This design comes from an exercise in tuning for small area and a short achievable clock period on the open sky130 flow, not from production work.
Function was checked by simulation only, so behaviour that the tests miss may differ from the original.

===== design/flow/config.mk =====
export PLATFORM = sky130hd
export DESIGN_NAME = conv_window_reader
export DESIGN_NICKNAME = conv_window_reader
export VERILOG_FILES = /design/flow/design.v
export SDC_FILE = /design/flow/constraint.sdc
export NUM_CORES = 4
export LEC_CHECK = 0
export CAP_MARGIN = 20
export CORE_MARGIN = 2
export CORE_UTILIZATION = 40
export SLEW_MARGIN = 20

===== design/flow/constraint.sdc =====
create_clock -name core_clock -period 17.0 [get_ports {clk_i}]
set_input_delay 3.4000 -clock core_clock [delete_from_list [all_inputs] [get_ports {clk_i}]]
set_output_delay 3.4000 -clock core_clock [all_outputs]
set_load 0.01 [all_outputs]

===== design/flow/design.v =====
module conv_window_reader #(
  parameter int MAX_OUTST = 4
) (
  input  logic               clk_i,
  input  logic               rst_i,
  input  logic               start_i,
  input  logic [31:0]        base_i,
  input  logic [31:0]        iw_i,
  input  logic [31:0]        ih_i,
  input  logic [31:0]        k_i,
  output logic               mem_req_o,
  output logic [31:0]        mem_addr_o,
  input  logic               mem_gnt_i,
  input  logic               mem_rvalid_i,
  output logic signed [31:0] loop_i_o,
  output logic signed [31:0] loop_j_o,
  output logic signed [31:0] loop_wi_o,
  output logic signed [31:0] loop_wj_o,
  output logic               out_valid_o,
  output logic               busy_o,
  output logic               done_o
);
  localparam int CNT_W = $clog2(MAX_OUTST + 1);
  localparam int PTR_W = (MAX_OUTST > 1) ? $clog2(MAX_OUTST) : 1;
  localparam logic [CNT_W-1:0] CNT_MAX = CNT_W'(MAX_OUTST);
  typedef enum logic [1:0] {IDLE, RUN, DRAIN, DONE} state_t;
  state_t state, state_nxt;
  logic [31:0]        base_q;
  logic signed [31:0] iw_q, ih_q, k_q;
  logic signed [31:0] i_q, j_q, wi_q, wj_q;
  logic signed [31:0] i_nxt, j_nxt, wi_nxt, wj_nxt;
  logic               req_q;
  logic [31:0]        addr_q;
  logic [CNT_W-1:0]   cnt_q;
  logic [PTR_W-1:0]   wr_ptr, rd_ptr;
  logic signed [31:0] fifo_i  [MAX_OUTST];
  logic signed [31:0] fifo_j  [MAX_OUTST];
  logic signed [31:0] fifo_wi [MAX_OUTST];
  logic signed [31:0] fifo_wj [MAX_OUTST];
  logic start_acc, cfg_zero, fifo_full, fifo_empty, push, pop;
  logic last_wi, last_wj, last_i, last_j, last_tap;
  logic signed [31:0] tap_x, tap_y;
  logic [31:0]        tap_addr;
  always_comb begin
    tap_x = i_nxt + wi_nxt;
    tap_y = j_nxt + wj_nxt;
    if (tap_x == -32'sd1 || tap_y == -32'sd1 || tap_x >= iw_q || tap_y >= ih_q) tap_addr = base_q;
    else tap_addr = base_q + ((tap_y * iw_q + tap_x) << 2);
  end
  function automatic logic [PTR_W-1:0] ptr_inc(input logic [PTR_W-1:0] p);
    ptr_inc = (p == PTR_W'(MAX_OUTST - 1)) ? '0 : p + PTR_W'(1);
  endfunction
  assign start_acc  = (state == IDLE) && start_i;
  assign cfg_zero   = (iw_i == '0) || (ih_i == '0) || (k_i == '0);
  assign fifo_full  = (cnt_q == CNT_MAX);
  assign fifo_empty = (cnt_q == '0);
  assign mem_req_o  = req_q && !fifo_full;
  assign mem_addr_o = addr_q;
  assign push       = mem_req_o && mem_gnt_i;
  assign pop        = mem_rvalid_i && !fifo_empty;
  assign last_wi  = (wi_q == k_q - 32'sd2);
  assign last_wj  = (wj_q == k_q - 32'sd2);
  assign last_i   = (i_q == iw_q - 32'sd1);
  assign last_j   = (j_q == ih_q - 32'sd1);
  assign last_tap = last_wi && last_wj && last_i && last_j;
  always_comb begin
    wi_nxt = wi_q + 32'sd1;
    wj_nxt = wj_q;
    i_nxt  = i_q;
    j_nxt  = j_q;
    if (last_wi) begin
      wi_nxt = -32'sd1;
      wj_nxt = wj_q + 32'sd1;
      if (last_wj) begin
        wj_nxt = -32'sd1;
        i_nxt  = i_q + 32'sd1;
        if (last_i) begin
          i_nxt = '0;
          j_nxt = j_q + 32'sd1;
        end
      end
    end
  end
  always_ff @(posedge clk_i) begin
    if (start_acc) begin
      base_q <= base_i;
      iw_q   <= iw_i;
      ih_q   <= ih_i;
      k_q    <= k_i;
    end
  end
  always_ff @(posedge clk_i) begin
    if (rst_i) begin
      req_q  <= 1'b0;
      addr_q <= '0;
      i_q    <= '0;
      j_q    <= '0;
      wi_q   <= '0;
      wj_q   <= '0;
    end else if (start_acc) begin
      req_q  <= !cfg_zero;
      addr_q <= base_i;
      i_q    <= '0;
      j_q    <= '0;
      wi_q   <= -32'sd1;
      wj_q   <= -32'sd1;
    end else if (push) begin
      i_q  <= i_nxt;
      j_q  <= j_nxt;
      wi_q <= wi_nxt;
      wj_q <= wj_nxt;
      if (last_tap) req_q <= 1'b0;
      else addr_q <= tap_addr;
    end
  end
  always_ff @(posedge clk_i) begin
    if (push) begin
      fifo_i[wr_ptr]  <= i_q;
      fifo_j[wr_ptr]  <= j_q;
      fifo_wi[wr_ptr] <= wi_q;
      fifo_wj[wr_ptr] <= wj_q;
    end
  end
  always_ff @(posedge clk_i) begin
    if (rst_i) begin
      wr_ptr <= '0;
      rd_ptr <= '0;
      cnt_q  <= '0;
    end else begin
      if (push) wr_ptr <= ptr_inc(wr_ptr);
      if (pop)  rd_ptr <= ptr_inc(rd_ptr);
      case ({push, pop})
        2'b10:   cnt_q <= cnt_q + CNT_W'(1);
        2'b01:   cnt_q <= cnt_q - CNT_W'(1);
        default: cnt_q <= cnt_q;
      endcase
    end
  end
  always_comb begin
    loop_i_o  = '0;
    loop_j_o  = '0;
    loop_wi_o = '0;
    loop_wj_o = '0;
    if (!fifo_empty) begin
      loop_i_o  = fifo_i[rd_ptr];
      loop_j_o  = fifo_j[rd_ptr];
      loop_wi_o = fifo_wi[rd_ptr];
      loop_wj_o = fifo_wj[rd_ptr];
    end
  end
  assign out_valid_o = pop;
  always_ff @(posedge clk_i) begin
    if (rst_i) state <= IDLE;
    else       state <= state_nxt;
  end
  always_comb begin
    state_nxt = state;
    case (state)
      IDLE:    if (start_i) state_nxt = cfg_zero ? DONE : RUN;
      RUN:     if (push && last_tap) state_nxt = DRAIN;
      DRAIN:   if (pop && cnt_q == CNT_W'(1)) state_nxt = DONE;
      DONE:    state_nxt = IDLE;
      default: state_nxt = IDLE;
    endcase
  end
  always_comb begin
    busy_o = (state == RUN) || (state == DRAIN);
    done_o = (state == DONE);
  end
endmodule

===== design/flow/run.sh =====
#!/bin/bash
# synth_recipe.tcl (not shown) runs the flow's synth.tcl, then flattens the netlist and writes it again
# the make line also repeats each setting of config.mk as NAME=value (left out here)
make -C /OpenROAD-flow-scripts/flow DESIGN_CONFIG=/design/flow/config.mk WORK_HOME=/design/flow/orfs CLKGATE_MAP_FILE= SYNTH_SCRIPT=/design/flow/synth_recipe.tcl finish

==> out/metrics.yaml <==
crit_required_ns: 17.57
timing.hold.worst.class: "register to register"
critPathLaunchType: "register"
cap_violations: 0
count_of_warnings_emitted_by_yosys: 1
wire_per_inst_um: 23.84
critical_path_peak_fanout: 11
outcome: "finished clean"
data_arrival_time_of_the_worst_path_ns: 16.58
placer_s_final_routability_congestion_estimate: 0.9442
final_cell_mix: "sky130_fd_sc_hd__edfxtp_1 (640), sky130_fd_sc_hd__nand2_1 (600), sky130_fd_sc_hd__inv_1 (561)"
setup_violations: 0
number_of_distinct_library_cell_variants_in_the_gate_level_netlist_after_synthesis: 83
via_count: 41834
hold_viol: 0
cell_repeated_most_along_the_worst_path: "sky130_fd_sc_hd__fa_1"
drt-vias-per-instance: 5.520
worstSetupStartpoint: "k_q[9]"
fin_worst_skew_ns: 0.04636
worst-path-buf-inv: 3
timing.slew.headroom: 0.3062
postLayoutCoreUtil: 0.4626
postSynthRegisterBits: 812
insertion_delay_ns: 0.73
criticalPathCategory: "register to register"
synth_fp_nets: 6182
post_synth.cell_area_avg_um2: 10.84
io-pin-count: 297
clk_pin_slew_worst_paths_ns: 0.06
site_rows: 139
synth_enable_flop_cells: 640
cts_tree: "built"
fin_setup_tns_ns: 0
ys_seq_area_frac: 0.3894
final_net_count: 6414
overall_die_area_um2: 148500
global_route_wire_length_before_repair_um: 269300
max_incr_delay_on_cp_ns: 0.81
tritoncts_num_sinks: 812
floorplan.core_area_um2: 144000
drt_first_pass_iters: 11
ant_nets: 0
numPortBuffers: 296
die_w_um: 385.4
dominantRegCellSynth: "sky130_fd_sc_hd__edfxtp_1"
detail_route.drc_violations: 0
initial_utilization: 0.4041
post_route_cells_drive_above_1_share: 0.07878
grt_setup_unrepaired: "false"
antenna_found_initial: 8
groute.usage.overall: 0.2430
critical_path.endpoint_type: "register"
slew_viol_final: 0
clk_path_buf_depth: 3
synthCells: 5367
hpwl_um: 136000
post-route-period-util: 0.9414
die-height_um: 385.4
timing.hold.worst.start: "addr_q[5]"
path_delay_family: "XOR/XNOR gates"
cts-buffers-inserted: 88
grt_max_degree: 86
grt.overflow.total: 0
timing.critical_path.slowest_stage_cell: "sky130_fd_sc_hd__xnor2_1"
async_reset_ff_frac: 0
synthesis.area_um2: 58190
routed_wirelength_um: 180700
achievable-frequency_mhz: 62.49
ctsHoldBuffers: 0
worstMarginPinSlew_ns: 1.033
htreeDepth: 3
drt_iter0_markers: 3396
first_global_vias: 42127
mostFrequentLayoutCell: "sky130_fd_sc_hd__edfxtp_1"
ff2ff_setup_slack_ns: 1.0
final_min_period_ns: 16.00
crit-reg2reg-launch: "k_q[9]"
cts-root-buf: "sky130_fd_sc_hd__clkbuf_16"
flow.area_growth_from_synthesis_pct: 14.47
==> state kept, by name, indices dropped and copies added (netlist names), 2 cells and up, named ones only <==
register	cells
addr_q	32
base_q	32
cnt_q	3
fifo_i	128
fifo_j	128
fifo_wi	128
fifo_wj	128
i_q	32
ih_q	32
iw_q	32
j_q	32
k_q	32
rd_ptr	2
state	2
wi_q	32
wj_q	32
wr_ptr	2
==> cells by family after synthesis <==
logic type,Yosys count,synth area share
buffers and inverters,833,0.05461
xor gates and xnor gates,425,0.07500
DFF,812,0.3894
muxes,167,0.05629
and+or+nand+nor,1774,0.1557
AOI/OAI and AO/OA,674,0.07296
adders and majority gates,682,0.1961
==> worst reg2reg max path, delay by kind of cell, from the launching register on <==
kind	cells	cell delay (ns)
xor+xnor	18	5.24
flops	1	0.46
fa+ha+maj	9	4.20
simple gates	14	4.98
compound gates	5	0.81
buf+inv	3	0.19
==> synthesized netlist by cell type, drive strengths merged (9+ instances only) <==
library cell | number | share of area
o21ai | 148 | 0.013
or3 | 50 | 0.0054
inv | 562 | 0.036
nor3 | 82 | 0.0071
nand2 | 602 | 0.039
a21boi | 11 | 0.0014
nor2b | 27 | 0.0029
nand4 | 73 | 0.0080
buf | 37 | 0.0033
o21bai | 13 | 0.0017
nand3b | 9 | 0.0012
nor4 | 61 | 0.0073
a31oi | 72 | 0.0077
ha | 299 | 0.064
nor3b | 9 | 0.0012
o31ai | 13 | 0.0017
and2 | 355 | 0.038
o211ai | 16 | 0.0021
xnor3 | 39 | 0.015
or2 | 16 | 0.0017
and4 | 24 | 0.0036
xnor2 | 222 | 0.033
a211oi | 16 | 0.0021
edfxtp | 640 | 0.33
a21o | 89 | 0.011
fa | 383 | 0.13
o21a | 24 | 0.0031
and3 | 73 | 0.0078
a211o | 9 | 0.0014
mux2i | 37 | 0.0064
clkbuf | 233 | 0.015
dfxtp | 172 | 0.059
mux4 | 128 | 0.050
or4 | 15 | 0.0020
a21oi | 200 | 0.018
nor2 | 217 | 0.014
nand2b | 27 | 0.0029
nand3 | 110 | 0.0095
xor2 | 157 | 0.024
==> routing by layer <==
metal,track usage,vias to the layer above,part of all wire
li1,-,18979,-
met5,0,-,0.00027
met4,0.07717,6,0.033
met3,0.04373,294,0.070
met1,0.3199,21047,0.41
met2,0.4064,1508,0.48
==> layout make-up <==
class | instances | area (µm²)
inverter | 563 | 2120
antenna | 1 | 2.502
fill | 13305 | 77390
clock inverter | 59 | 744.5
multi-input combinational | 3722 | 32510
clock buffer | 106 | 2341
timing repair buffer | 412 | 3844
tap | 1903 | 2381
sequential | 812 | 22670
==> path summary, 6_finish.rpt <==
check / end / depth (start not counted)
worst min register to register: addr_q[5] / 2
worst max register to register: addr_q[31] / 49
worst max-delay path: addr_q[31] / 49
worst min-delay path: addr_q[5] / 2
==> through the flow <==
step	hold WS [ns]	instances	setup slack, ns	area (µm²)
after floorplan	0.4441	5367	2.553	58190
after global placement	0.4443	7404	1.192	63440
after detailed placement	0.4509	7404	1.030	63440
after CTS	0.4605	7569	0.9365	66530
after global routing	0.4840	7577	0.05131	66610
final	0.4584	7578	0.9967	66610
==> repair_timing <==
item,in CTS,in global routing
setup endpoints to repair,0,1
resized for setup,0,1
setup buffers,0,8

[re-timing with driven ports]
The flow's constraints put no driver on any port. The routed layout listed below was extracted and timed again, unchanged, in two steps.
Step 1, drivers: a clkbuf_16 drives clk_i and a buf_2 each remaining input, both assumed.
Step 2 also shifts input and output timing later by t, the mid clock arrival at the registers, as if the neighbouring blocks saw the same clock.
a / b / c = ideal / step 1 / step 2; a / b = the first two.
shift t [ns]: 0.776
setup slack, ns: 0.997 / 0.997 / 0.997
worst setup path after step 2: register to register
worst slew at a driven data input, ns: 0.07
cell pins on the clock port's net: 1
After both steps this run still meets setup and hold. For this run, drivers alone change the setup slack by 0.000 ns; drivers and shift together by 0.000 ns.
